Source: an optimization exercise on an open RTL-to-GDS flow (aim: small area, a short achievable clock period and few clock cycles per item). Production flows keep margins and buffers that such runs may drop. Function was checked by simulation only, so behaviour that the tests miss may differ from the original. Power is estimated from default activity; no workload was simulated.

File: flow/design.v
package tksg_pkg;
    localparam int STATE_BITS = 288;
    localparam int KEY_BITS   = 80;
    localparam int IV_BASE    = 93;
    localparam int WORD_BITS  = 64;
    localparam int COUNT_W    = 7;
    localparam int IDX_W      = 6;
    localparam int ROUNDS_W   = 12;
    localparam int CFG_IDX_W  = 3;
    localparam logic [ROUNDS_W-1:0] WARMUP_RESET = 12'd576;
    localparam logic OP_RESTART  = 1'b0;
    localparam logic OP_GENERATE = 1'b1;
    localparam logic [CFG_IDX_W-1:0] CFG_KEY_LOW  = 3'd0;
    localparam logic [CFG_IDX_W-1:0] CFG_KEY_HIGH = 3'd1;
    localparam logic [CFG_IDX_W-1:0] CFG_IV_LOW   = 3'd2;
    localparam logic [CFG_IDX_W-1:0] CFG_IV_HIGH  = 3'd3;
    localparam logic [CFG_IDX_W-1:0] CFG_WARMUP   = 3'd4;
    typedef struct packed {
        logic               load;
        logic               step;
        logic               capture;
        logic               clear_word;
        logic               publish;
        logic [IDX_W-1:0]   bit_idx;
        logic [COUNT_W-1:0] pub_count;
    } t_cmd;
    typedef struct packed {
        logic [ROUNDS_W-1:0] warmup_rounds;
    } t_status;
endpackage
module tksg_ctrl #(
    parameter int MAX_BITS_PER_ITEM = 64
) (
    input  logic                             i_clk,
    input  logic                             i_rst_n,
    input  logic                             i_in_valid,
    output logic                             o_in_ready,
    input  logic                             i_opcode,
    input  logic [tksg_pkg::COUNT_W-1:0]     i_bits_wanted,
    output logic                             o_out_valid,
    input  logic                             i_out_ready,
    input  tksg_pkg::t_status                i_status,
    output tksg_pkg::t_cmd                   o_cmd
);
    typedef enum logic [1:0] {
        S_IDLE,
        S_RUN,
        S_DONE
    } t_state;
    localparam logic [tksg_pkg::COUNT_W-1:0] MAX_WANT =
        tksg_pkg::COUNT_W'(MAX_BITS_PER_ITEM);
    t_state                          r_state;
    t_state                          n_state;
    logic [tksg_pkg::ROUNDS_W-1:0]   r_count;
    logic [tksg_pkg::ROUNDS_W-1:0]   n_count;
    logic [tksg_pkg::IDX_W-1:0]      r_idx;
    logic [tksg_pkg::IDX_W-1:0]      n_idx;
    logic                            r_gen;
    logic                            n_gen;
    logic [tksg_pkg::COUNT_W-1:0]    r_nbits;
    logic [tksg_pkg::COUNT_W-1:0]    n_nbits;
    logic                            r_out_valid;
    logic                            n_out_valid;
    logic                            accept;
    logic                            slot_free;
    logic [tksg_pkg::COUNT_W-1:0]    want;
    assign accept    = i_in_valid && (r_state == S_IDLE);
    assign slot_free = !r_out_valid || i_out_ready;
    assign want      = (i_bits_wanted > MAX_WANT) ? MAX_WANT : i_bits_wanted;
    always_comb begin
        n_state     = r_state;
        n_count     = r_count;
        n_idx       = r_idx;
        n_gen       = r_gen;
        n_nbits     = r_nbits;
        n_out_valid = r_out_valid && !i_out_ready;
        o_cmd       = '0;
        o_cmd.bit_idx   = r_idx;
        o_cmd.capture   = r_gen;
        o_cmd.pub_count = r_nbits;
        unique case (r_state)
            S_IDLE: begin
                if (accept) begin
                    o_cmd.clear_word = 1'b1;
                    o_cmd.load       = (i_opcode == tksg_pkg::OP_RESTART);
                    n_idx            = '0;
                    n_gen            = (i_opcode == tksg_pkg::OP_GENERATE);
                    if (i_opcode == tksg_pkg::OP_RESTART) begin
                        n_count = i_status.warmup_rounds;
                        n_nbits = '0;
                    end else begin
                        n_count = tksg_pkg::ROUNDS_W'(want);
                        n_nbits = want;
                    end
                    n_state = S_RUN;
                end
            end
            S_RUN: begin
                if (r_count != '0) begin
                    o_cmd.step = 1'b1;
                    n_count    = r_count - 1'b1;
                    n_idx      = r_idx + 1'b1;
                end else begin
                    n_state = S_DONE;
                end
            end
            S_DONE: begin
                if (slot_free) begin
                    o_cmd.publish = 1'b1;
                    n_out_valid   = 1'b1;
                    n_state       = S_IDLE;
                end
            end
            default: n_state = S_IDLE;
        endcase
    end
    always_ff @(posedge i_clk) begin
        if (!i_rst_n) begin
            r_state     <= S_IDLE;
            r_count     <= '0;
            r_idx       <= '0;
            r_gen       <= 1'b0;
            r_nbits     <= '0;
            r_out_valid <= 1'b0;
        end else begin
            r_state     <= n_state;
            r_count     <= n_count;
            r_idx       <= n_idx;
            r_gen       <= n_gen;
            r_nbits     <= n_nbits;
            r_out_valid <= n_out_valid;
        end
    end
    assign o_in_ready  = (r_state == S_IDLE);
    assign o_out_valid = r_out_valid;
endmodule
module tksg_dp (
    input  logic                                 i_clk,
    input  logic                                 i_rst_n,
    input  logic                                 i_cfg_we,
    input  logic [tksg_pkg::CFG_IDX_W-1:0]       i_cfg_index,
    input  logic [tksg_pkg::WORD_BITS-1:0]       i_cfg_data,
    input  tksg_pkg::t_cmd                       i_cmd,
    output tksg_pkg::t_status                    o_status,
    output logic [tksg_pkg::WORD_BITS-1:0]       o_keystream_word,
    output logic [tksg_pkg::COUNT_W-1:0]         o_bit_count
);
    logic [63:0]                         r_key_low;
    logic [15:0]                         r_key_high;
    logic [63:0]                         r_iv_low;
    logic [15:0]                         r_iv_high;
    logic [tksg_pkg::ROUNDS_W-1:0]       r_warmup;
    logic [tksg_pkg::STATE_BITS-1:0]     r_state;
    logic [tksg_pkg::STATE_BITS-1:0]     n_state;
    logic [tksg_pkg::STATE_BITS-1:0]     load_state;
    logic [tksg_pkg::WORD_BITS-1:0]      r_word;
    logic [tksg_pkg::WORD_BITS-1:0]      r_out_word;
    logic [tksg_pkg::COUNT_W-1:0]        r_out_count;
    logic                                t_a;
    logic                                t_b;
    logic                                t_c;
    logic                                z_bit;
    always_comb begin
        t_a   = r_state[65] ^ r_state[92];
        t_b   = r_state[161] ^ r_state[176];
        t_c   = r_state[242] ^ r_state[287];
        z_bit = t_a ^ t_b ^ t_c;
        n_state      = {r_state[tksg_pkg::STATE_BITS-2:0], 1'b0};
        n_state[0]   = t_c ^ (r_state[285] & r_state[286]) ^ r_state[68];
        n_state[93]  = t_a ^ (r_state[90] & r_state[91]) ^ r_state[170];
        n_state[177] = t_b ^ (r_state[174] & r_state[175]) ^ r_state[263];
    end
    always_comb begin
        load_state = '0;
        load_state[tksg_pkg::KEY_BITS-1:0] = {r_key_high, r_key_low};
        load_state[tksg_pkg::IV_BASE +: tksg_pkg::KEY_BITS] = {r_iv_high, r_iv_low};
        load_state[287:285] = 3'b111;
    end
    always_ff @(posedge i_clk) begin
        if (!i_rst_n) begin
            r_key_low  <= '0;
            r_key_high <= '0;
            r_iv_low   <= '0;
            r_iv_high  <= '0;
            r_warmup   <= tksg_pkg::WARMUP_RESET;
            r_state    <= '0;
        end else begin
            if (i_cfg_we) begin
                unique case (i_cfg_index)
                    tksg_pkg::CFG_KEY_LOW:  r_key_low  <= i_cfg_data;
                    tksg_pkg::CFG_KEY_HIGH: r_key_high <= i_cfg_data[15:0];
                    tksg_pkg::CFG_IV_LOW:   r_iv_low   <= i_cfg_data;
                    tksg_pkg::CFG_IV_HIGH:  r_iv_high  <= i_cfg_data[15:0];
                    tksg_pkg::CFG_WARMUP:   r_warmup   <= i_cfg_data[tksg_pkg::ROUNDS_W-1:0];
                    default: ;
                endcase
            end
            if (i_cmd.load) begin
                r_state <= load_state;
            end else if (i_cmd.step) begin
                r_state <= n_state;
            end
        end
    end
    always_ff @(posedge i_clk) begin
        if (i_cmd.clear_word) begin
            r_word <= '0;
        end else if (i_cmd.step && i_cmd.capture) begin
            r_word[i_cmd.bit_idx] <= z_bit;
        end
        if (i_cmd.publish) begin
            r_out_word  <= r_word;
            r_out_count <= i_cmd.pub_count;
        end
    end
    assign o_status.warmup_rounds = r_warmup;
    assign o_keystream_word       = r_out_word;
    assign o_bit_count            = r_out_count;
endmodule
module trivium_keystream_generator_top #(
    parameter int MAX_BITS_PER_ITEM = 64
) (
    input  logic                               i_clk,
    input  logic                               i_rst_n,
    input  logic                               i_in_valid,
    output logic                               o_in_ready,
    input  logic                               i_opcode,
    input  logic [tksg_pkg::COUNT_W-1:0]       i_bits_wanted,
    output logic                               o_out_valid,
    input  logic                               i_out_ready,
    output logic [tksg_pkg::WORD_BITS-1:0]     o_keystream_word,
    output logic [tksg_pkg::COUNT_W-1:0]       o_bit_count,
    input  logic                               i_cfg_we,
    input  logic [tksg_pkg::CFG_IDX_W-1:0]     i_cfg_index,
    input  logic [tksg_pkg::WORD_BITS-1:0]     i_cfg_data
);
    tksg_pkg::t_cmd    cmd;
    tksg_pkg::t_status status;
    tksg_ctrl #(
        .MAX_BITS_PER_ITEM (MAX_BITS_PER_ITEM)
    ) u_ctrl (
        .i_clk         (i_clk),
        .i_rst_n       (i_rst_n),
        .i_in_valid    (i_in_valid),
        .o_in_ready    (o_in_ready),
        .i_opcode      (i_opcode),
        .i_bits_wanted (i_bits_wanted),
        .o_out_valid   (o_out_valid),
        .i_out_ready   (i_out_ready),
        .i_status      (status),
        .o_cmd         (cmd)
    );
    tksg_dp u_dp (
        .i_clk            (i_clk),
        .i_rst_n          (i_rst_n),
        .i_cfg_we         (i_cfg_we),
        .i_cfg_index      (i_cfg_index),
        .i_cfg_data       (i_cfg_data),
        .i_cmd            (cmd),
        .o_status         (status),
        .o_keystream_word (o_keystream_word),
        .o_bit_count      (o_bit_count)
    );
endmodule
File: flow/config.mk
export PLATFORM = sky130hd
export DESIGN_NAME = trivium_keystream_generator_top
export DESIGN_NICKNAME = trivium_keystream_generator_top
export VERILOG_FILES = /design/flow/design.v
export SDC_FILE = /design/flow/constraint.sdc
export NUM_CORES = 4
export LEC_CHECK = 0
export CAP_MARGIN = 20
export CORE_MARGIN = 2
export CORE_UTILIZATION = 40
export SLEW_MARGIN = 20
File: flow/constraint.sdc
create_clock -name core_clock -period 5.0 [get_ports {i_clk}]
set_input_delay 1.0000 -clock core_clock [delete_from_list [all_inputs] [get_ports {i_clk}]]
set_output_delay 1.0000 -clock core_clock [all_outputs]
set_load 0.01 [all_outputs]
File: flow/run.sh
#!/bin/bash
# synth_recipe.tcl (not shown) runs the flow's synth.tcl, then flattens the netlist and writes it again
# the make line also repeats each setting of config.mk as NAME=value (left out here)
make -C /OpenROAD-flow-scripts/flow DESIGN_CONFIG=/design/flow/config.mk WORK_HOME=/design/flow/orfs CLKGATE_MAP_FILE= SYNTH_SCRIPT=/design/flow/synth_recipe.tcl finish
==> flow_metrics.py <==
metrics = {
    "critical_path": {
        "cp.arrival_ns": 3.82,
        "max_stage_delay_ns": 0.90,
        "crit_type": "input pin to register",
        "cp-startpoint": "i_in_valid",
        "critPathBufInv": 2,
        "crit_cells": 5,
        "cp_slowest_cell": "o21ai_4",
        "crit_chain": "clkdlybuf4s50_1 > or3b_2 > o21ai_4 > buf_4 > a21oi_1",
        "rrSetupSlack_ns": 1.68,
        "timing.rr.start": "u_ctrl.r_count[0]$_SDFFE_PN0P_",
        "critPathMaxFanout": 40,
        "rr_worst_depth": 8,
        "cp.required_ns": 5.45,
        "worstSetupEndpointType": "register",
        "cp_top_family": "buffers and inverters",
        "start_kind": "input pin",
    },
    "outcome": {
        "status": "finished clean",
    },
    "placed_design": {
        "gp_congestion": 0.788,
        "portBuffers": 152,
        "dp_hpwl_um": 33600,
    },
    "yosys": {
        "synth-seq-cells": 624,
        "synth_warnings": 2,
        "netlist_instances": 2672,
        "ys.flop_type": "dfxtp_1",
        "yosys.area.top_type": "dfxtp_1",
        "avgSynthCellArea_sq_um": 8.66,
        "syn_nets": 2759,
        "synth_edf_count": 71,
        "ys_seq_area_frac": 0.571,
        "synth_area_leaders": "dfxtp_1, nand2_1, a21oi_1",
        "synth_top_cell_area_share": 0.479,
        "ys_top_cells_by_count": "nand2_1, dfxtp_1, a21oi_1, a22oi_1, clkbuf_1",
        "yosysMostFrequentCell": "nand2_1",
        "ys_types": 58,
        "synth-async-reset-ratio": 0,
        "synthesis.area_sq_mm": 0.0231,
    },
    "timing": {
        "skew_ns": 0.0270,
        "tightest_slew_ns": 1.09,
        "drv_slew": 0,
        "slew_headroom": 0.275,
        "hold_viol_final": 0,
        "post-route-min-period_ns": 3.37,
        "rsz0062_at_grt": "no",
        "finalCritPeriodShare": 0.673,
        "fmax_mhz": 297,
        "finalSetupViolCount": 0,
        "fin_setup_tns_ns": 0,
    },
    "clock_network": {
        "cts_made_buffers": 67,
        "cts_root_buf": "clkbuf_16",
        "ctsResizeCount": 0,
        "cts-htree-levels": 3,
        "clkLatencyLatePin_ns": 0.60,
        "cts_sinks": 624,
        "cts_setup_buffers": 0,
        "clk_pin_slew_worst_paths_ns": 0.06,
        "cts_tree": "built",
        "hold_buffers": 0,
        "clockBufferDepth": 3,
    },
    "cells_and_area": {
        "diodes": 0,
        "utilization": 0.476,
        "fillCellCount": 5503,
        "drive_gt1_frac": 0.0542,
        "regArea_sq_mm": 0.0132,
        "multi_input_area_sq_mm": 0.00906,
        "nets": 2799,
        "area_delta_synth_final_pct": 18.2,
    },
    "hold_path": {
        "worstHoldStart": "u_dp.r_word[62]$_SDFFE_PP0P_",
        "hp-class": "register to register",
        "hold_path_depth": 0,
    },
    "routing": {
        "drt_iter0_markers": 1356,
        "drt_first_pass_iters": 6,
        "wl_per_cell_um": 15.9,
        "remaining_drc_errors": 0,
        "wl_um": 56300,
        "via_count": 18600,
        "viasPerCell": 5.27,
        "final_antenna_net_count": 0,
    },
    "global_route": {
        "grt_use_total": 0.185,
        "grt_pass1_wl_um": 91300,
        "antenna_found_initial": 1,
        "grt_max_degree": 234,
        "first_global_vias": 17600,
        "overflow": 0,
    },
    "floorplanning": {
        "num_io_pins": 153,
        "initial_core_util": 0.402,
        "dieWidth_um": 244,
        "coreArea_sq_mm": 0.0575,
        "die_area_sq_mm": 0.0598,
        "rows": 88,
        "fp.dieH_um": 244,
    },
    "power": {
        "vdd_drop_max_mv": 0.396,
        "power.density_mw_per_mm2": 449,
        "leakage_nw": 8.76,
    },
    "flow_run": {
        "cap_violations": 0,
    },
}
==> final timing paths <==
kind,endpoint
max reg2reg,u_dp.r_state[27]$_SDFFE_PN0P_
max,u_dp.r_state[272]$_SDFFE_PP0N_
min,u_dp.r_out_word[62]$_DFFE_PP_
min reg2reg,u_dp.r_out_word[62]$_DFFE_PP_
==> layer usage <==
layer | global-route usage | up-vias | part of all wire
li1 | - | 9234 | -
met1 | 0.240 | 8924 | 0.45
met2 | 0.311 | 364 | 0.48
met3 | 0.0375 | 78 | 0.049
met4 | 0.0543 | 2 | 0.019
met5 | 0 | - | 0.00028
==> cells in the final DEF (no fill, tap or decap), drive strengths merged, types with 20 or more instances in the layout <==
master	netlist	routed
a21oi	480	480
a22oi	163	163
and3	20	20
buf	63	30
clkbuf	148	102
clkdlybuf4s50	0	152
dfxtp	553	553
edfxtp	71	71
nand2	858	858
nand3	23	23
nor2	34	34
nor3	37	37
o21ai	21	21
o22ai	43	43
==> cell type report <==
class                      count  share of cell area
sequential                   624               0.483
multi-input combinational   1829               0.332
clock buffer                 102              0.0743
timing repair buffer         182              0.0657
tap                          765              0.0350
clock inverter                20             0.00906
inverter                       8             0.00137
==> worst register-to-register path: stages (launching register included) <==
cell     delay, ns
dfxtp_1       0.33
inv_1         0.08
ha_1          0.21
or3b_2        0.53
or4_4         0.57
and2_4        0.39
buf_12        0.42
a22oi_1       0.57
a21oi_1       0.09
==> sequential cells by signal (all words and copies together), names as in the netlist <==
register and cells:
u_dp.r_out_word 64, u_dp.r_key_high 16, u_ctrl.r_gen 1, u_dp.r_out_count 7, u_dp.r_word 64, u_dp.r_iv_high 16
u_ctrl.r_nbits 7, u_dp.r_state 288, u_ctrl.r_state 2, u_dp.r_warmup 12, u_dp.r_iv_low 64, u_ctrl.r_out_valid 1
u_ctrl.r_idx 6, u_ctrl.r_count 12, u_dp.r_key_low 64
==> metrics by stage <==
stage	total power, mW	hold WS, ns	setup slack [ns]	instance area [sq um]	cells
after floorplan	6.79	0.408	0.204	23100	2672
after global placement	7.34	0.416	1.11	25100	3408
after detailed placement	7.36	0.415	0.995	25100	3408
after CTS	12.4	0.421	1.63	27300	3530
after global routing	12.8	0.435	1.42	27300	3530
final	12.3	0.423	1.63	27300	3530
==> power by group <==
| group | total [mW] | internal, mW | switching (mW) | leakage (nW) |
|---|---|---|---|---|
| Sequential | 5.31 | 5.21 | 0.101 | 5.11 |
| Clock | 5.02 | 3.03 | 2.00 | 1.11 |
| Combinational | 1.94 | 0.481 | 1.46 | 2.54 |
==> logic make-up (layout without fill, tap and decap cells) <==
kind of cell,after synthesis,in the layout,share of synthesized area
and+or+nand+nor,1041,1041,0.184
xor gates and xnor gates,20,20,0.00817
AOI/OAI and AO/OA,748,748,0.188
DFF,624,624,0.571
muxes,13,13,0.00563
adders and majority gates,7,7,0.00379
buffers and inverters,219,312,0.0398
Testbench counts, summed over its fixed seeds: cycles 87,144, items 65,536.

## static timing again, ports no longer ideal
No port has a modelled driver above. Below, the same layout with a new extraction and two added sets of constraints.
Step 1 (the two cells are an assumption about what drives the block):
set clk [get_ports {i_clk}]
set_driving_cell -lib_cell sky130_fd_sc_hd__clkbuf_16 $clk
set_driving_cell -lib_cell sky130_fd_sc_hd__buf_2 [delete_from_list [all_inputs] $clk]
Step 2, shift: input delay + t, output delay - t, t = (earliest + latest rising clock arrival at the registers) / 2. This alone moves slack from input paths to output paths.
a / b / c = no drivers / after step 1 / after step 2; a / b = the first two.
t, ns: 0.647
setup WS [ns]: 1.634 / 1.672 / 1.025
slew at the worst register clock pin (ns): 0.06 / 0.06
worst slew at a driven data input, ns: 0.07
cell pins on the clock port's net: 1
After both steps setup and hold are still met in this run. The setup slack of this run moves by +0.038 ns with the drivers and by -0.609 ns with both steps.
